What follows belongs to an exercise in optimizing a design on an open flow for small area, a short achievable clock period and few clock cycles; a production flow would make more cautious choices. The RTL was checked by simulation tests, not by an equivalence proof against the original design. Power is estimated from default activity; no workload was simulated.

## run.sh

```bash
#!/bin/bash
# synth_recipe.tcl (not shown) runs the flow's synth.tcl, then flattens the netlist and writes it again
# the make line also repeats each setting of config.mk as NAME=value (left out here)
make -C /OpenROAD-flow-scripts/flow DESIGN_CONFIG=/design/flow/config.mk WORK_HOME=/design/flow/orfs CLKGATE_MAP_FILE= SYNTH_SCRIPT=/design/flow/synth_recipe.tcl finish
```

## config.mk

```make
export PLATFORM = sky130hd
export DESIGN_NAME = rpn_sequencer
export DESIGN_NICKNAME = rpn_sequencer
export VERILOG_FILES = /design/flow/design.v
export SDC_FILE = /design/flow/constraint.sdc
export NUM_CORES = 4
export LEC_CHECK = 0
export CAP_MARGIN = 20
export CORE_MARGIN = 2
export CORE_UTILIZATION = 40
export SLEW_MARGIN = 20
```

## constraint.sdc

```tcl
create_clock -name core_clock -period 5.0 [get_ports {clk}]
set_input_delay 1.0000 -clock core_clock [delete_from_list [all_inputs] [get_ports {clk}]]
set_output_delay 1.0000 -clock core_clock [all_outputs]
set_load 0.01 [all_outputs]
```

## design.v

```verilog
module rpn_sequencer #(
    parameter int PROG_DEPTH = 64
) (
    input  logic                          clk,
    input  logic                          nrst,
    input  logic                          ld_valid,
    input  logic [17:0]                   ld_token,
    output logic                          ld_ready,
    input  logic                          prog_clr,
    input  logic                          start,
    input  logic [9:0]                    rpn_cnt,
    input  logic [15:0]                   rpn_out,
    output logic                          rpn_step,
    output logic                          rpn_push,
    output logic [1:0]                    rpn_op,
    output logic [15:0]                   rpn_d,
    output logic                          busy,
    output logic                          done,
    output logic                          err,
    output logic [$clog2(PROG_DEPTH)-1:0] err_pc,
    output logic [15:0]                   result,
    output logic [$clog2(PROG_DEPTH):0]   prog_len
);
    localparam int AW = $clog2(PROG_DEPTH);
    localparam logic [AW:0] LEN_MAX = (AW+1)'(PROG_DEPTH);
    localparam logic [1:0] K_PUSH = 2'd0;
    localparam logic [1:0] K_NEG  = 2'd1;
    localparam logic [1:0] K_ADD  = 2'd2;
    localparam logic [1:0] K_MUL  = 2'd3;
    typedef enum logic [1:0] {
        S_IDLE   = 2'd0,
        S_ISSUE  = 2'd1,
        S_STROBE = 2'd2,
        S_FINISH = 2'd3
    } state_t;
    logic [17:0]   prog_mem [PROG_DEPTH];
    state_t        state_q;
    logic [AW-1:0] pc_q;
    logic [AW:0]   len_q;
    logic [9:0]    depth_q;
    logic          legal_q;
    logic          step_q;
    logic          push_q;
    logic [1:0]    op_q;
    logic [15:0]   d_q;
    logic          busy_q;
    logic          done_q;
    logic          err_q;
    logic [AW-1:0] err_pc_q;
    logic [15:0]   result_q;
    logic [AW-1:0] issue_idx;
    logic [17:0]   issue_tok;
    logic [9:0]    issue_depth;
    logic          issue_legal;
    logic [1:0]    cur_kind;
    logic [9:0]    depth_d;
    logic          f_push;
    logic [1:0]    f_op;
    logic [15:0]   f_d;
    logic          is_last;
    logic          ld_ready_c;
    logic          load_fire;
    function automatic logic tok_legal(input logic [1:0] kind, input logic [9:0] depth);
        case (kind)
            K_PUSH:  tok_legal = (depth != 10'h3FF);
            K_NEG:   tok_legal = (depth != 10'd0);
            default: tok_legal = (depth >= 10'd2);
        endcase
    endfunction
    always_comb begin
        issue_idx = (state_q == S_IDLE) ? '0 : pc_q + 1'b1;
        issue_tok = prog_mem[issue_idx];
        cur_kind  = prog_mem[pc_q][17:16];
        depth_d = depth_q;
        case (cur_kind)
            K_PUSH:       depth_d = depth_q + 10'd1;
            K_ADD, K_MUL: depth_d = depth_q - 10'd1;
            default:      ;
        endcase
        issue_depth = (state_q == S_IDLE) ? rpn_cnt : depth_d;
        issue_legal = tok_legal(issue_tok[17:16], issue_depth);
        f_push = 1'b0;
        f_op   = 2'd0;
        f_d    = 16'd0;
        if (issue_legal) begin
            if (issue_tok[17:16] == K_PUSH) begin
                f_push = 1'b1;
                f_d    = issue_tok[15:0];
            end else begin
                f_op = issue_tok[17:16];
            end
        end
        is_last    = ({1'b0, pc_q} == (len_q - 1'b1));
        ld_ready_c = (state_q == S_IDLE) && !start && !prog_clr && (len_q < LEN_MAX);
        load_fire  = ld_valid && ld_ready_c;
    end
    always_ff @(posedge clk) begin
        if (load_fire) begin
            prog_mem[len_q[AW-1:0]] <= ld_token;
        end
    end
    always_ff @(posedge clk or negedge nrst) begin
        if (!nrst) begin
            state_q  <= S_IDLE;
            pc_q     <= '0;
            len_q    <= '0;
            depth_q  <= '0;
            legal_q  <= 1'b0;
            step_q   <= 1'b0;
            push_q   <= 1'b0;
            op_q     <= 2'd0;
            d_q      <= 16'd0;
            busy_q   <= 1'b0;
            done_q   <= 1'b0;
            err_q    <= 1'b0;
            err_pc_q <= '0;
            result_q <= 16'd0;
        end else begin
            case (state_q)
                S_IDLE: begin
                    if (start) begin
                        done_q  <= 1'b0;
                        err_q   <= 1'b0;
                        pc_q    <= '0;
                        depth_q <= rpn_cnt;
                        busy_q  <= 1'b1;
                        if (len_q != '0) begin
                            state_q <= S_ISSUE;
                            legal_q <= issue_legal;
                            push_q  <= f_push;
                            op_q    <= f_op;
                            d_q     <= f_d;
                        end else begin
                            state_q <= S_FINISH;
                        end
                    end else if (prog_clr) begin
                        len_q <= '0;
                    end else if (load_fire) begin
                        len_q <= len_q + 1'b1;
                    end
                end
                S_ISSUE: begin
                    if (legal_q) begin
                        step_q  <= 1'b1;
                        state_q <= S_STROBE;
                    end else begin
                        err_q    <= 1'b1;
                        err_pc_q <= pc_q;
                        busy_q   <= 1'b0;
                        push_q   <= 1'b0;
                        op_q     <= 2'd0;
                        d_q      <= 16'd0;
                        state_q  <= S_IDLE;
                    end
                end
                S_STROBE: begin
                    step_q  <= 1'b0;
                    depth_q <= depth_d;
                    if (is_last) begin
                        push_q  <= 1'b0;
                        op_q    <= 2'd0;
                        d_q     <= 16'd0;
                        state_q <= S_FINISH;
                    end else begin
                        pc_q    <= pc_q + 1'b1;
                        legal_q <= issue_legal;
                        push_q  <= f_push;
                        op_q    <= f_op;
                        d_q     <= f_d;
                        state_q <= S_ISSUE;
                    end
                end
                S_FINISH: begin
                    result_q <= rpn_out;
                    done_q   <= 1'b1;
                    busy_q   <= 1'b0;
                    state_q  <= S_IDLE;
                end
                default: state_q <= S_IDLE;
            endcase
        end
    end
    assign ld_ready  = ld_ready_c;
    assign rpn_step  = step_q;
    assign rpn_push  = push_q;
    assign rpn_op    = op_q;
    assign rpn_d     = d_q;
    assign busy      = busy_q;
    assign done      = done_q;
    assign err       = err_q;
    assign err_pc    = err_pc_q;
    assign result    = result_q;
    assign prog_len  = len_q;
endmodule
```

==> impl_metrics.yaml <==
cells_and_area:
  fin_nets: 3405
  final_cell_mix: "edfxtp_1 (1152), nand2_1 (353), buf_4 (189), a221oi_1 (142), clkbuf_16 (133)"
  final_common_cell: "edfxtp_1"
  fillers: 10583
  area_growth_pct: 16.2
  drive_gt1_frac: 0.193
  fin_area_um2: 58100
pwr:
  p_seq_frac: 0.367
  finalPower_mw: 32.2
  power.share.combinational: 0.350
  leakagePower_nw: 18.5
  switching_share: 0.349
  power_density_nw_per_um2: 554
  clkPwrFrac: 0.284
  vdd_drop_max_mv: 0.383
  p_int_mw: 21.0
  switchingPower_mw: 11.2
critical_path:
  worst_path_largest_cell_delay_ns: 0.52
  startpoint: "pc_q[1]"
  arrival_ns: 5.34
  crit_type: "reg -> reg"
  slowest_stage: "dfrtp_4"
  start_kind: "flop"
  rr_worst_depth: 17
  path_cells: "buf_4 > mux4_2 > a22oi_1 > a311oi_1 > nor4_4 > inv_2 > ha_1 > nor2b_1 > o2111ai_1 > and3_1 > a21oi_1 > xnor2_1 > or3_1 > o211ai_1 > a31oi_4 > buf_12 > a32o_1"
  end_kind: "flop"
  critPathRequiredTime_ns: 5.62
  path_max_fanout: 17
  reg2reg_from: "pc_q[1]"
sta:
  worstMarginPinSlew_ns: 1.11
  fmax_mhz: 212
  drv_slew: 0
  rsz0062_at_grt: "false"
  finalCritPeriodShare: 0.944
  slew_headroom: 0.259
  holdWs_ns: 0.406
  hold_violations: 0
  post-route-min-period_ns: 4.72
  fin_skew_ns: 0.0282
  setup_violations: 0
clock_network:
  tritoncts: "done"
  clk_latency_ns: 0.75
  path_clk_slew_ns: 0.06
  root_buffer: "clkbuf_16"
  cts_buffer_depth: 3
  postCtsHoldBufs: 0
  h-tree-depth: 4
  cts.sinks: 1223
  cts_buffers: 130
floorplanning:
  fp.dieW_um: 358
  dieArea_um2: 128000
  ioPinCount: 102
  start_util: 0.404
  core_um2: 124000
  rows: 129
  die_h_um: 358
logic_synthesis:
  synth_seq_cells: 1223
  synthFlopType: "edfxtp_1"
  avgSynthCellArea_um2: 15.9
  syn-cell-area_um2: 50000
  syn_nets: 3211
  synthArstFlopShare: 0.0581
  netlist-cell-type-count: 82
  synth_cells: 3144
  ys_warn_count: 1
  yosysSeqAreaShare: 0.727
  synth-edff-count: 1152
global_routing:
  grt_first_pass_wirelength_um: 201000
  grt_pass1_vias: 29189
  antenna_found_initial: 3
  grt_usage: 0.214
  grt_remaining_overflow: 0
  grt_max_degree: 98
place:
  gp_congestion: 0.894
  placed_area_um2: 54000
  dp_hpwl_um: 81800
  io_buffers: 101
outcome:
  status: "no timing/DRC/antenna violations"
drt:
  num_vias: 30307
  drt-total-wl_um: 138000
  first_iter_violations: 3685
  via_per_inst: 5.98
  ant_nets: 0
  drc: 0
  wire_per_inst_um: 27.2
  drtPass1Iterations: 5
min_path:
  hold_path.class: "in -> async"
job:
  drv_cap: 0
cell type report:
type,instances,area (µm²),share of cell area
Multi-Input combinational cell,1657,12900,0.222
Sequential cell,1223,36400,0.626
Antenna cell,1,2.50,0.0000431
Timing Repair Buffer,306,2710,0.0466
Tap cell,1637,2050,0.0352
Inverter,20,82.6,0.00142
Clock inverter,56,495,0.00852
Clock buffer,171,3500,0.0602
worst max-delay path, delay by kind of cell, from the launching register on:
kind	cells	cell delay (ns)
AO/OA/AOI/OAI	7	1.38
AND/OR/NAND/NOR	4	1.07
buffers and inverters	3	0.57
flip-flops	1	0.52
multiplexers	1	0.52
adder cells (fa/ha/maj)	1	0.35
XOR/XNOR	1	0.14
repair_timing:
item	in CTS	in global routing
pin swaps	1	1
setup buffers	1	8
endpoints found under the setup margin	19	20
gates resized for setup	2	8
registers in the layout (all words and copies together), names as in the netlist:
name and flops:
prog_mem 1152, d_q 16, result_q 16, depth_q 10, len_q 7, err_pc_q 6, pc_q 6, op_q 2
state_q 2, busy_q 1, done_q 1, err_q 1, legal_q 1, push_q 1, step_q 1
layer usage:
layer	part of all wire	vias to the layer above	global-route usage
met3	0.081	206	0.0418
met5	0.00012	-	0
met1	0.44	15561	0.312
met2	0.45	1400	0.327
li1	-	13138	-
met4	0.026	2	0.0630
power groups by stage:
stage	combinational, mW	clock, mW	sequential [mW]
4_1_cts	11.2	9.28	11.8
3_3_place_gp	11.0	0	12.0
3_5_place_dp	11.1	0	12.0
6_report	11.2	9.13	11.8
5_1_grt	12.1	9.65	11.8
2_1_floorplan	7.01	0	11.9
worst paths after layout:
path / slack (ns) / to
min reg2reg: 0.48 / err_pc_q[0]
min in group core_clock: 0.48 / err_pc_q[0]
min: 0.41 / result_q[12]
max in group asynchronous: 3.86 / pc_q[0]
max: 0.28 / d_q[4]
max reg2reg: 0.28 / d_q[4]
cell usage after synthesis, types with 17 or more instances:
| library cell | instances | area share |
|---|---|---|
| clkbuf_1 | 186 | 0.014 |
| ha_1 | 17 | 0.0043 |
| nor3_1 | 68 | 0.0068 |
| a21oi_1 | 69 | 0.0069 |
| mux2_2 | 38 | 0.0086 |
| nand3_1 | 79 | 0.0079 |
| nor2_1 | 112 | 0.0084 |
| mux4_2 | 121 | 0.054 |
| dfrtp_1 | 71 | 0.036 |
| o21ai_0 | 47 | 0.0047 |
| a211oi_1 | 102 | 0.015 |
| a311oi_1 | 82 | 0.014 |
| edfxtp_1 | 1152 | 0.69 |
| a221oi_1 | 142 | 0.025 |
| mux2i_1 | 43 | 0.0086 |
| buf_1 | 32 | 0.0024 |
| nand2_1 | 354 | 0.027 |
| o211ai_1 | 19 | 0.0029 |
| and2_1 | 62 | 0.0078 |
| o311ai_0 | 56 | 0.0098 |
| buf_2 | 20 | 0.0020 |
| a32o_1 | 17 | 0.0034 |
per-stage QoR:
stage / instances / utilization / setup TNS (ns) / setup WS [ns]
5_1_grt: 5070 / 0.469 / 0 / 0.0148
6_report: 5071 / 0.469 / 0 / 0.278
3_5_place_dp: 4834 / 0.435 / -3.41 / -0.224
4_1_cts: 5062 / 0.468 / 0 / 0.0776
3_3_place_gp: 4834 / 0.435 / -1.79 / -0.112
2_1_floorplan: 3144 / - / 0 / 0.421
cells by family after synthesis:
family                     Yosys count  synth area share
xor gates and xnor gates            22           0.00385
DFF                               1223             0.727
and+or+nand+nor                    746            0.0676
buffers and inverters              264            0.0211
adders and majority gates           18           0.00465
AOI/OAI and AO/OA                  666             0.104
muxes                              205            0.0723
Testbench counts, summed over its fixed seeds: cycles 39,002.

==> separate check: timing with driven ports <==
How much do the figures lean on ideal ports? The routed layout below was timed once more, with nothing changed but the port constraints.
Step 1 sets driving cells, clkbuf_16 on the clock port and buf_2 on the other inputs (assumed; they add their load-dependent delay and slew).
Step 2 moves the port delays by t, midway between the first and last clock arrival at a register: inputs arrive t later, outputs are due t later. That takes back most of the time a late clock gives input paths.
Three values: ideal, step 1, step 2; two values: the first two.
t, ns: 0.818
setup slack, ns: 0.278 / 0.278 / 0.278
worst setup path at the end: register to register
clock arrival spread, ns: 0.033 / 0.033
worst data-port slew with drivers (ns): 0.11
After both steps setup and hold are still met in this run. The setup slack of this run moves by 0.000 ns with the drivers and by 0.000 ns with both steps.
